This is an optimization exercise on Yosys and OpenROAD, whose aim is small area, a short achievable clock period and few clock cycles per item, not a production implementation. The RTL was checked by simulation tests, not by an equivalence proof against the original design. Power and IR drop assume default switching activity.

==> flow/design.v <==
package isaPkg;
    localparam logic [5:0] OP_RTYPE = 6'h00;
    localparam logic [5:0] OP_BLTZ  = 6'h01;
    localparam logic [5:0] OP_J     = 6'h02;
    localparam logic [5:0] OP_JAL   = 6'h03;
    localparam logic [5:0] OP_BEQ   = 6'h04;
    localparam logic [5:0] OP_BNE   = 6'h05;
    localparam logic [5:0] OP_BLEZ  = 6'h06;
    localparam logic [5:0] OP_BGTZ  = 6'h07;
    localparam logic [5:0] OP_ADDI  = 6'h08;
    localparam logic [5:0] OP_ADDIU = 6'h09;
    localparam logic [5:0] OP_SLTI  = 6'h0a;
    localparam logic [5:0] OP_SLTIU = 6'h0b;
    localparam logic [5:0] OP_ANDI  = 6'h0c;
    localparam logic [5:0] OP_LUI   = 6'h0f;
    localparam logic [5:0] OP_LW    = 6'h23;
    localparam logic [5:0] OP_SW    = 6'h2b;
    localparam logic [5:0] FN_SLL  = 6'h00;
    localparam logic [5:0] FN_SRL  = 6'h02;
    localparam logic [5:0] FN_SRA  = 6'h03;
    localparam logic [5:0] FN_JR   = 6'h08;
    localparam logic [5:0] FN_JALR = 6'h09;
    localparam logic [5:0] FN_ADD  = 6'h20;
    localparam logic [5:0] FN_ADDU = 6'h21;
    localparam logic [5:0] FN_SUB  = 6'h22;
    localparam logic [5:0] FN_SUBU = 6'h23;
    localparam logic [5:0] FN_AND  = 6'h24;
    localparam logic [5:0] FN_OR   = 6'h25;
    localparam logic [5:0] FN_XOR  = 6'h26;
    localparam logic [5:0] FN_NOR  = 6'h27;
    localparam logic [5:0] FN_SLT  = 6'h2a;
    localparam logic [5:0] FN_SLTU = 6'h2b;
    localparam logic [2:0] PC_SEQ    = 3'b000;
    localparam logic [2:0] PC_BRANCH = 3'b001;
    localparam logic [2:0] PC_JUMP   = 3'b010;
    localparam logic [2:0] PC_REG    = 3'b011;
    localparam logic [2:0] PC_IRQ    = 3'b100;
    localparam logic [2:0] PC_EXC    = 3'b101;
    localparam logic [1:0] DST_RT    = 2'b00;
    localparam logic [1:0] DST_RD    = 2'b01;
    localparam logic [1:0] DST_LINK  = 2'b10;
    localparam logic [1:0] DST_TRAP  = 2'b11;
    localparam logic [1:0] WB_ALU    = 2'b00;
    localparam logic [1:0] WB_MEM    = 2'b01;
    localparam logic [1:0] WB_LINK   = 2'b10;
    localparam logic [1:0] WB_PC     = 2'b11;
    localparam logic [31:0] IRQ_VECTOR = 32'h8000_0004;
    localparam logic [31:0] EXC_VECTOR = 32'h8000_0008;
    localparam logic [4:0]  TRAP_REG   = 5'd26;
    localparam logic [4:0]  LINK_REG   = 5'd31;
    typedef enum logic [5:0] {
        ALU_ADD = 6'b000000, ALU_SUB = 6'b000001,
        ALU_AND = 6'b011000, ALU_OR  = 6'b011110,
        ALU_XOR = 6'b010110, ALU_NOR = 6'b010001,
        ALU_SLL = 6'b100000, ALU_SRL = 6'b100001,
        ALU_SRA = 6'b100011, ALU_LT  = 6'b110101,
        ALU_EQ  = 6'b110011, ALU_NE  = 6'b110001,
        ALU_LEZ = 6'b111101, ALU_GTZ = 6'b111111,
        ALU_LTZ = 6'b111011
    } aluFun_t;
    typedef struct packed {
        logic [5:0] opcode;
        logic [4:0] rs;
        logic [4:0] rt;
        logic [4:0] rd;
        logic [4:0] shamt;
        logic [5:0] funct;
    } rInstr_t;
    typedef struct packed {
        logic [5:0]  opcode;
        logic [4:0]  rs;
        logic [4:0]  rt;
        logic [15:0] imm16;
    } iInstr_t;
    typedef union packed {
        rInstr_t r;
        iInstr_t i;
    } instr_t;  
    typedef struct packed {
        logic [2:0] pcSrc;
        logic       sign;
        logic       regWrite;
        logic [1:0] regDst;
        logic       memRead;
        logic       memWrite;
        logic [1:0] memToReg;
        logic       aluSrc1;
        logic       aluSrc2;
        logic       extOp;
        logic       luOp;
        aluFun_t    aluFun;
    } ctrl_t;
endpackage
package pipePkg;
    localparam int NUM_LANES = 4;
    localparam int LANE_W    = (NUM_LANES > 1) ? $clog2(NUM_LANES) : 1;
    typedef struct packed {
        logic [31:0]    instr;      
        logic [31:0]    pc;
        logic [31:0]    rsVal;
        logic [31:0]    rtVal;
        logic           irq;
    } issue_t;
    typedef struct packed {
        logic        regWrite;
        logic [4:0]  wbReg;
        logic [31:0] wbVal;      
        logic        memRead;
        logic        memWrite;
        logic [31:0] memAddr;
        logic [31:0] storeData;
        logic [31:0] nextPc;
        logic        trap;
    } result_t;
    localparam int ISSUE_W  = 129;     
    localparam int RESULT_W = 137;     
    function automatic logic [LANE_W-1:0] nextLane(input logic [LANE_W-1:0] idx);
        nextLane = (idx == LANE_W'(NUM_LANES - 1)) ? '0 : idx + 1'b1;
    endfunction
endpackage
`timescale 1ns/1ns
module controlDecoder
(
    input  isaPkg::instr_t instr,
    input  logic           irq,
    output isaPkg::ctrl_t  ctrl
);
    logic [5:0] op;
    logic [5:0] fn;
    logic       illegal;
    assign op = instr.r.opcode;
    assign fn = instr.r.funct;
    always_comb begin
        case (op)
            isaPkg::OP_RTYPE, isaPkg::OP_BLTZ, isaPkg::OP_J, isaPkg::OP_JAL, isaPkg::OP_BEQ, isaPkg::OP_BNE, isaPkg::OP_BLEZ, isaPkg::OP_BGTZ,
            isaPkg::OP_ADDI, isaPkg::OP_ADDIU, isaPkg::OP_SLTI, isaPkg::OP_SLTIU, isaPkg::OP_ANDI, isaPkg::OP_LUI, isaPkg::OP_LW, isaPkg::OP_SW:
                illegal = 1'b0;
            default:
                illegal = 1'b1;
        endcase
    end
    always_comb begin
        ctrl.pcSrc    = isaPkg::PC_SEQ;
        ctrl.regDst   = isaPkg::DST_RT;
        ctrl.memToReg = isaPkg::WB_ALU;
        if (irq) begin
            ctrl.pcSrc    = isaPkg::PC_IRQ;
            ctrl.regDst   = isaPkg::DST_TRAP;
            ctrl.memToReg = isaPkg::WB_PC;     
        end else if (illegal) begin
            ctrl.pcSrc    = isaPkg::PC_EXC;
            ctrl.regDst   = isaPkg::DST_TRAP;
            ctrl.memToReg = isaPkg::WB_LINK;
        end else begin
            case (op)
                isaPkg::OP_BEQ, isaPkg::OP_BNE, isaPkg::OP_BLEZ, isaPkg::OP_BGTZ, isaPkg::OP_BLTZ: ctrl.pcSrc = isaPkg::PC_BRANCH;
                isaPkg::OP_J, isaPkg::OP_JAL:                              ctrl.pcSrc = isaPkg::PC_JUMP;
                isaPkg::OP_RTYPE: begin
                    if (fn == isaPkg::FN_JR || fn == isaPkg::FN_JALR) begin
                        ctrl.pcSrc = isaPkg::PC_REG;
                    end
                end
                default: ctrl.pcSrc = isaPkg::PC_SEQ;
            endcase
            case (op)
                isaPkg::OP_JAL:   ctrl.regDst = isaPkg::DST_LINK;
                isaPkg::OP_RTYPE: ctrl.regDst = isaPkg::DST_RD;     
                default:  ctrl.regDst = isaPkg::DST_RT;
            endcase
            if (op == isaPkg::OP_LW) begin
                ctrl.memToReg = isaPkg::WB_MEM;
            end else if (op == isaPkg::OP_JAL || (op == isaPkg::OP_RTYPE && fn == isaPkg::FN_JALR)) begin
                ctrl.memToReg = isaPkg::WB_LINK;
            end
        end
        ctrl.sign = !((op == isaPkg::OP_RTYPE && fn == isaPkg::FN_SLTU) || op == isaPkg::OP_SLTIU);
        case (op)
            isaPkg::OP_SW, isaPkg::OP_BEQ, isaPkg::OP_BNE, isaPkg::OP_BLEZ, isaPkg::OP_BGTZ, isaPkg::OP_BLTZ, isaPkg::OP_J: ctrl.regWrite = 1'b0;
            isaPkg::OP_RTYPE: ctrl.regWrite = (fn != isaPkg::FN_JR);
            default:  ctrl.regWrite = 1'b1;
        endcase
        ctrl.aluSrc1 = (op == isaPkg::OP_RTYPE) && (fn == isaPkg::FN_SLL || fn == isaPkg::FN_SRL || fn == isaPkg::FN_SRA);
        ctrl.aluSrc2 = !(op == isaPkg::OP_RTYPE || op == isaPkg::OP_BEQ || op == isaPkg::OP_BNE);
        case (op)
            isaPkg::OP_RTYPE: begin
                case (fn)
                    isaPkg::FN_ADD, isaPkg::FN_ADDU: ctrl.aluFun = isaPkg::ALU_ADD;
                    isaPkg::FN_SUB, isaPkg::FN_SUBU: ctrl.aluFun = isaPkg::ALU_SUB;
                    isaPkg::FN_AND:          ctrl.aluFun = isaPkg::ALU_AND;
                    isaPkg::FN_OR:           ctrl.aluFun = isaPkg::ALU_OR;
                    isaPkg::FN_XOR:          ctrl.aluFun = isaPkg::ALU_XOR;
                    isaPkg::FN_NOR:          ctrl.aluFun = isaPkg::ALU_NOR;
                    isaPkg::FN_SLL:          ctrl.aluFun = isaPkg::ALU_SLL;
                    isaPkg::FN_SRL:          ctrl.aluFun = isaPkg::ALU_SRL;
                    isaPkg::FN_SRA:          ctrl.aluFun = isaPkg::ALU_SRA;
                    isaPkg::FN_SLT, isaPkg::FN_SLTU: ctrl.aluFun = isaPkg::ALU_LT;
                    default:         ctrl.aluFun = isaPkg::ALU_ADD;
                endcase
            end
            isaPkg::OP_ANDI:           ctrl.aluFun = isaPkg::ALU_AND;
            isaPkg::OP_SLTI, isaPkg::OP_SLTIU: ctrl.aluFun = isaPkg::ALU_LT;
            isaPkg::OP_BEQ:            ctrl.aluFun = isaPkg::ALU_EQ;
            isaPkg::OP_BNE:            ctrl.aluFun = isaPkg::ALU_NE;
            isaPkg::OP_BLEZ:           ctrl.aluFun = isaPkg::ALU_LEZ;
            isaPkg::OP_BGTZ:           ctrl.aluFun = isaPkg::ALU_GTZ;
            isaPkg::OP_BLTZ:           ctrl.aluFun = isaPkg::ALU_LTZ;
            default:           ctrl.aluFun = isaPkg::ALU_ADD;     
        endcase
        ctrl.memRead  = (op == isaPkg::OP_LW);
        ctrl.memWrite = (op == isaPkg::OP_SW);
        ctrl.extOp    = (op != isaPkg::OP_ANDI);     
        ctrl.luOp     = (op == isaPkg::OP_LUI);
    end
endmodule
`timescale 1ns/1ns
module aluCore
(
    input  isaPkg::aluFun_t fun,
    input  logic            sign,
    input  logic [31:0]     a,
    input  logic [31:0]     b,
    output logic [31:0]     y
);
    logic lessThan;
    logic aZero;
    assign lessThan = sign ? ($signed(a) < $signed(b)) : (a < b);
    assign aZero    = (a == 32'd0);
    always_comb begin
        y = 32'd0;
        case (fun)
            isaPkg::ALU_ADD: y = a + b;
            isaPkg::ALU_SUB: y = a - b;
            isaPkg::ALU_AND: y = a & b;
            isaPkg::ALU_OR:  y = a | b;
            isaPkg::ALU_XOR: y = a ^ b;
            isaPkg::ALU_NOR: y = ~(a | b);
            isaPkg::ALU_SLL: y = b << a[4:0];
            isaPkg::ALU_SRL: y = b >> a[4:0];
            isaPkg::ALU_SRA: y = $signed(b) >>> a[4:0];
            isaPkg::ALU_LT:  y[0] = lessThan;
            isaPkg::ALU_EQ:  y[0] = (a == b);
            isaPkg::ALU_NE:  y[0] = (a != b);
            isaPkg::ALU_LEZ: y[0] = a[31] | aZero;     
            isaPkg::ALU_GTZ: y[0] = !a[31] && !aZero;
            isaPkg::ALU_LTZ: y[0] = a[31];
            default: y = 32'd0;
        endcase
    end
endmodule
`timescale 1ns/1ns
module execLane
(
    input  logic             clk,
    input  logic             rst,
    input  logic             inValid,
    output logic             inReady,
    input  pipePkg::issue_t  inPkt,
    output logic             outValid,
    input  logic             outReady,
    output pipePkg::result_t outPkt
);
    isaPkg::instr_t      instrW;
    isaPkg::ctrl_t       ctrl;
    pipePkg::result_t     res;
    logic [15:0] imm;
    logic [31:0] immExt;
    logic [31:0] opA;
    logic [31:0] opB;
    logic [31:0] aluY;
    logic [31:0] pcPlus4;
    logic [31:0] branchTarget;
    assign instrW = inPkt.instr;
    controlDecoder decoder (.instr(instrW), .irq(inPkt.irq), .ctrl(ctrl));
    assign imm          = instrW.i.imm16;
    assign immExt       = ctrl.extOp ? {{16{imm[15]}}, imm} : {16'd0, imm};
    assign opA          = ctrl.aluSrc1 ? {27'd0, instrW.r.shamt} : inPkt.rsVal;
    assign opB          = !ctrl.aluSrc2 ? inPkt.rtVal : (ctrl.luOp ? {imm, 16'd0} : immExt);
    assign pcPlus4      = inPkt.pc + 32'd4;
    assign branchTarget = pcPlus4 + {{14{imm[15]}}, imm, 2'b00};
    aluCore alu (.fun(ctrl.aluFun), .sign(ctrl.sign), .a(opA), .b(opB), .y(aluY));
    always_comb begin
        res.trap      = (ctrl.pcSrc == isaPkg::PC_IRQ) || (ctrl.pcSrc == isaPkg::PC_EXC);
        res.regWrite  = ctrl.regWrite | res.trap;
        res.memRead   = ctrl.memRead;
        res.memWrite  = ctrl.memWrite;
        res.memAddr   = aluY;
        res.storeData = inPkt.rtVal;
        case (ctrl.regDst)
            isaPkg::DST_RT:   res.wbReg = instrW.i.rt;
            isaPkg::DST_RD:   res.wbReg = instrW.r.rd;
            isaPkg::DST_LINK: res.wbReg = isaPkg::LINK_REG;
            default:  res.wbReg = isaPkg::TRAP_REG;
        endcase
        case (ctrl.memToReg)
            isaPkg::WB_ALU:  res.wbVal = aluY;
            isaPkg::WB_MEM:  res.wbVal = 32'd0;
            isaPkg::WB_LINK: res.wbVal = pcPlus4;
            default: res.wbVal = inPkt.pc;
        endcase
        case (ctrl.pcSrc)
            isaPkg::PC_BRANCH: res.nextPc = aluY[0] ? branchTarget : pcPlus4;
            isaPkg::PC_JUMP:   res.nextPc = {pcPlus4[31:28], instrW[25:0], 2'b00};
            isaPkg::PC_REG:    res.nextPc = inPkt.rsVal;
            isaPkg::PC_IRQ:    res.nextPc = isaPkg::IRQ_VECTOR;
            isaPkg::PC_EXC:    res.nextPc = isaPkg::EXC_VECTOR;
            default:   res.nextPc = pcPlus4;
        endcase
    end
    assign inReady = !outValid || outReady;     
    always_ff @(posedge clk) begin
        if (rst) begin
            outValid <= 1'b0;
        end else if (inReady) begin
            outValid <= inValid;
        end
    end
    always_ff @(posedge clk) begin
        if (inValid && inReady) begin
            outPkt <= res;
        end
    end
endmodule
`timescale 1ns/1ns
module issueDispatcher
(
    input  logic                            clk,
    input  logic                            rst,
    input  logic                            inValid,
    output logic                            inReady,
    input  pipePkg::issue_t                 inPkt,
    output logic [pipePkg::NUM_LANES-1:0]   laneValid,
    input  logic [pipePkg::NUM_LANES-1:0]   laneReady,
    output pipePkg::issue_t                 lanePkt
);
    logic [pipePkg::LANE_W-1:0] ptr;
    assign lanePkt = inPkt;     
    assign inReady = laneReady[ptr];
    always_comb begin
        laneValid      = '0;
        laneValid[ptr] = inValid;
    end
    always_ff @(posedge clk) begin
        if (rst) begin
            ptr <= '0;
        end else if (inValid && inReady) begin
            ptr <= pipePkg::nextLane(ptr);
        end
    end
endmodule
`timescale 1ns/1ns
module resultCollector
(
    input  logic                            clk,
    input  logic                            rst,
    input  logic [pipePkg::NUM_LANES-1:0]   laneValid,
    output logic [pipePkg::NUM_LANES-1:0]   laneReady,
    input  logic [pipePkg::NUM_LANES*pipePkg::RESULT_W-1:0] lanePkt,     
    output logic                            outValid,
    input  logic                            outReady,
    output pipePkg::result_t                outPkt
);
    logic [pipePkg::LANE_W-1:0] ptr;
    assign outValid = laneValid[ptr];
    assign outPkt   = lanePkt[ptr*pipePkg::RESULT_W +: pipePkg::RESULT_W];
    always_comb begin
        laneReady      = '0;
        laneReady[ptr] = outReady;
    end
    always_ff @(posedge clk) begin
        if (rst) begin
            ptr <= '0;
        end else if (outValid && outReady) begin
            ptr <= pipePkg::nextLane(ptr);
        end
    end
endmodule
`timescale 1ns/1ns
module execCluster
(
    input  logic             clk,
    input  logic             rst,
    input  logic             inValid,
    output logic             inReady,
    input  logic [pipePkg::ISSUE_W-1:0]  inPkt,      
    output logic             outValid,
    input  logic             outReady,
    output logic [pipePkg::RESULT_W-1:0] outPkt      
);
    logic [pipePkg::NUM_LANES-1:0] laneInValid;
    logic [pipePkg::NUM_LANES-1:0] laneInReady;
    logic [pipePkg::NUM_LANES-1:0] laneOutValid;
    logic [pipePkg::NUM_LANES-1:0] laneOutReady;
    pipePkg::issue_t               laneInPkt;
    logic [pipePkg::NUM_LANES*pipePkg::RESULT_W-1:0] laneOutPkt;
    issueDispatcher dispatcher (
        .clk(clk), .rst(rst),
        .inValid(inValid), .inReady(inReady), .inPkt(inPkt),
        .laneValid(laneInValid), .laneReady(laneInReady), .lanePkt(laneInPkt)
    );
    for (genvar g = 0; g < pipePkg::NUM_LANES; g++) begin : genLane
        execLane lane (
            .clk(clk), .rst(rst),
            .inValid(laneInValid[g]), .inReady(laneInReady[g]), .inPkt(laneInPkt),
            .outValid(laneOutValid[g]), .outReady(laneOutReady[g]), .outPkt(laneOutPkt[g*pipePkg::RESULT_W +: pipePkg::RESULT_W])
        );
    end
    resultCollector collector (
        .clk(clk), .rst(rst),
        .laneValid(laneOutValid), .laneReady(laneOutReady), .lanePkt(laneOutPkt),
        .outValid(outValid), .outReady(outReady), .outPkt(outPkt)
    );
endmodule
==> flow/run.sh <==
#!/bin/bash
# synth_recipe.tcl (not shown) runs the flow's synth.tcl, then flattens the netlist and writes it again
# the make line also repeats each setting of config.mk as NAME=value (left out here)
make -C /OpenROAD-flow-scripts/flow DESIGN_CONFIG=/design/flow/config.mk WORK_HOME=/design/flow/orfs CLKGATE_MAP_FILE= SYNTH_SCRIPT=/design/flow/synth_recipe.tcl finish
==> flow/config.mk <==
export PLATFORM = sky130hd
export DESIGN_NAME = execCluster
export DESIGN_NICKNAME = execCluster
export VERILOG_FILES = /design/flow/design.v
export SDC_FILE = /design/flow/constraint.sdc
export NUM_CORES = 4
export LEC_CHECK = 0
export ABC_CLOCK_PERIOD_IN_PS = 3000
export CAP_MARGIN = 20
export CORE_MARGIN = 2
export CORE_UTILIZATION = 40
export PLACE_DENSITY = 0.6
export SETUP_SLACK_MARGIN = 0.2
export SLEW_MARGIN = 20
==> flow/constraint.sdc <==
create_clock -name core_clock -period 6.5 [get_ports {clk}]
set_input_delay 1.3000 -clock core_clock [delete_from_list [all_inputs] [get_ports {clk}]]
set_output_delay 1.3000 -clock core_clock [all_outputs]
set_load 0.01 [all_outputs]
==> summary.txt <==
registers in the layout, indices dropped and copies added, names as in the netlist:
register	count
dispatcher.ptr	2
genLane.lane.outPkt	548
genLane.lane.outValid	4
collector.ptr	2
synthesized netlist by cell type (21+ instances only):
cell      instances
a211oi_1         43
a21o_1           33
a21oi_1         179
a221o_1          28
a22o_1           22
a31oi_1          26
and3_1           28
buf_1            43
buf_2            28
clkbuf_1        112
edfxtp_1        548
ha_1            139
inv_1           110
mux2i_1         138
mux4_2          150
nand2_1         272
nand3_1          70
nor2_1          217
nor3_1           63
nor4_1           21
o211ai_1         58
o21ai_0         138
o22ai_1          32
or3_1            21
xnor2_1          44
xor2_1           22
routing by layer:
layer,up-vias,part of all wire [%]
li1,13266,-
met1,15606,41
met2,1697,45
met3,356,8.8
met4,14,5.4
met5,-,0.058
cell families (layout without fill, tap and decap cells):
group                    Yosys count  in the layout  share of synthesized area [%]
AO/OA/AOI/OAI                    811            811                           16.3
XOR/XNOR                          66             66                           1.66
adder cells (fa/ha/maj)          142            142                           5.16
buffers and inverters            316           1081                           3.72
flip-flops                       556            556                           47.6
multiplexers                     311            311                           14.4
other                              0              4                              0
AND/OR/NAND/NOR                  820            820                           11.1
worst reg2reg max path: cells and delay by family (launching register included):
family | cells | cell delay [ns]
and+or+nand+nor | 1 | 0.83
DFF | 1 | 0.79
adders and majority gates | 1 | 0.37
buffers and inverters | 2 | 0.56
AOI/OAI and AO/OA | 1 | 0.41
layout make-up:
type	instances	area (µm²)	area share, %
clock inverter	29	251	0.559
clock buffer	77	1580	3.52
timing repair buffer	855	7330	16.3
tap	1155	1450	3.21
sequential	556	16600	37.0
antenna	4	10.0	0.0223
multi-input combinational	2150	17300	38.4
inverter	120	450	1.00
cells in the final DEF, fill, tap and decap left out, types with 107 or more instances in the layout:
cell type	instances
a21oi_1	177
buf_4	565
clkdlybuf4s50_1	269
edfxtp_1	548
ha_1	132
inv_1	107
mux2i_1	135
mux4_2	150
nand2_1	272
nor2_1	217
o21ai_0	133
path summary, 6_finish.rpt:
kind,start,endpoint,slack [ns],cells past startpoint
max,inPkt[124],genLane[0].lane.outPkt[18]$_DFFE_PP_,0.29,26
min,dispatcher.ptr[0]$_SDFFE_PP0P_,dispatcher.ptr[0]$_SDFFE_PP0P_,0.54,2
max reg2reg,collector.ptr[1]$_SDFFE_PP0P_,genLane[0].lane.outPkt[85]$_DFFE_PP_,3.00,5
min reg2reg,dispatcher.ptr[0]$_SDFFE_PP0P_,dispatcher.ptr[0]$_SDFFE_PP0P_,0.54,2
power by group through the flow:
stage | sequential, W | combinational [W] | clock [W]
floorplan | 0.00436 | 0.00141 | 0
global placement | 0.00435 | 0.00307 | 0
detailed placement | 0.00436 | 0.00307 | 0
global route | 0.00430 | 0.00331 | 0.00336
finish | 0.00429 | 0.00317 | 0.00317
CTS | 0.00429 | 0.00310 | 0.00322
per-stage QoR:
step                      util, %  total power (W)  worst slack, ns
after floorplan                 -          0.00577           0.0141
after global placement       49.5          0.00742           -0.821
after detailed placement     49.5          0.00744           -0.877
after CTS                    51.7           0.0106            0.223
after global routing         51.9           0.0110            0.173
final                        51.9           0.0106            0.286
what timing repair did:
action	4_1_cts	5_1_grt
endpoints found under the setup margin	152	228
cloned	0	1
buffers inserted	3	4
pin swaps	6	13
resized for setup	7	32
==> results.py <==
metrics = {
    "detailed_routing": {
        "routed_wl_mm": 160,
        "drc": 0,
        "drt_iter0_drc": 3794,
        "drt-wirelength-per-cell_um": 32.3,
        "detail-route-antenna-nets": 0,
        "first_pass_iters": 6,
        "vias": 30939,
        "viasPerCell": 6.26,
    },
    "worst_setup_path": {
        "cp_num_buf_inv": 11,
        "arrival_ns": 6.57,
        "critPathCaptureType": "flop",
        "path_max_fanout": 17,
        "startpoint_type": "input port",
        "cpMaxStageDelayCell": "or4_4",
        "crit_top_cell": "buf_4",
        "required_ns": 6.86,
        "worstSetupPathType": "in -> reg",
        "path_delay_family": "buffers and inverters",
        "cp_slowest_stage_delay_ns": 0.57,
    },
    "sta": {
        "final_hold_viol_count": 0,
        "slew_viol_final": 0,
        "whs_ns": 0.538,
        "fin_crit_ns": 6.21,
        "tightestPinTransition_ns": 1.08,
        "fin_skew_ns": 0.0395,
        "finalSetupTns_ns": 0,
        "fin_crit_sh_pct": 95.6,
        "fmax_mhz": 161,
        "grt_setup_unrepaired": "no",
        "setup_viol": 0,
        "relSlewSlack_pct": 27.6,
    },
    "placement": {
        "gp_congestion": 1.04,
        "place_inst": 4828,
        "post_dp_cell_area_um2": 42900,
        "port_buffers": 271,
        "hpwl_mm": 126,
    },
    "cells_and_area": {
        "final_cells": 4946,
        "design_area_um2": 45000,
        "final_net_count": 4015,
        "area_delta_synth_final_pct": 29.0,
        "drive_gt1_share_pct": 25.1,
        "n_fill_cell": 7575,
    },
    "synth": {
        "ys_seq_area_share_pct": 47.6,
        "syn_area_per_cell_um2": 11.5,
        "synthFlopType": "edfxtp_1",
        "synth_area_um2": 34900,
        "synthCells": 3022,
        "synth_edf_count": 548,
        "ys_top_cells_by_area": "edfxtp_1 (47%), mux4_2 (9.7%), ha_1 (5.0%)",
        "yosysUniqueCellTypes": 111,
        "synthArstFlopShare_pct": 0,
        "ys.warnings.count": 5,
        "synth-seq-cells": 556,
        "syn_nets": 3297,
        "synth_largest_area_cell": "edfxtp_1",
        "synth_top_area_share_pct": 47.2,
    },
    "pwr": {
        "p_sw_share_pct": 30.5,
        "max-vdd-ir-drop_mv": 0.201,
        "p_switching_w": 0.00324,
        "pwr-share-comb_pct": 29.8,
        "power.leakage_nw": 16.9,
        "seq_power_share_pct": 40.3,
        "pwr_density_cell_nw_per_um2": 236,
        "p_int_w": 0.00739,
        "clkPwrFrac_pct": 29.8,
    },
    "global_route": {
        "grt_pass1_vias": 30141,
        "overflow": 0,
        "grt_antenna_before_repair": 12,
        "met1_usage_pct": 47.7,
        "grt_pass1_wl_mm": 224,
        "grt_start_max_net_pins": 100,
        "top_usage_layer": "met2",
        "met3_usage_pct": 6.50,
        "grt_util_all_layers_pct": 35.1,
        "use_met2_pct": 54.6,
    },
    "outcome": {
        "status": "complete, no violations",
    },
    "clocking": {
        "htreeDepth": 2,
        "clk_latency_ns": 0.64,
        "numCtsBuffers": 57,
        "numClockSinks": 556,
        "cts-hold-fix-buffers": 0,
        "cts_root_buf": "clkbuf_16",
        "path_clk_slew_ns": 0.06,
        "cts_tree": "yes",
        "clockBufferDepth": 3,
    },
    "floorplanning": {
        "coreArea_um2": 86600,
        "initial_utilization_pct": 40.3,
        "top_level_ports": 272,
        "placementRows": 108,
        "die_w_um": 299,
        "dieArea_um2": 89600,
        "die_h_um": 299,
    },
    "run": {
        "maxCapViolCount": 0,
    },
    "hold_path": {
        "hold_class": "reg -> reg",
    },
}
Testbench counts, summed over its fixed seeds: cycles 8,276, items 7,200.

[what the ideal ports hide]
Ports are ideal in the flow. The routed layout listed here was re-timed in OpenROAD. Step 1 assumes that a clkbuf_16 drives the clock port and a buf_2 every other input. Step 2 moves the port delays by t, midway between the first and last clock arrival at a register: inputs arrive t later, outputs are due t later. That takes back most of the time a late clock gives input paths. Three values: no drivers, after step 1, after step 2; two values: the first two.
t (ns): 0.687
slack for setup (ns): 0.286 / 0.312 / -0.375
worst hold slack (ns): 0.538 / 0.538 / 0.538
worst data-port slew with drivers (ns): 0.13
Met with ideal ports but missed after step 2: setup timing in this run. For this run, drivers alone change the setup slack by +0.026 ns; drivers and shift together by -0.661 ns.
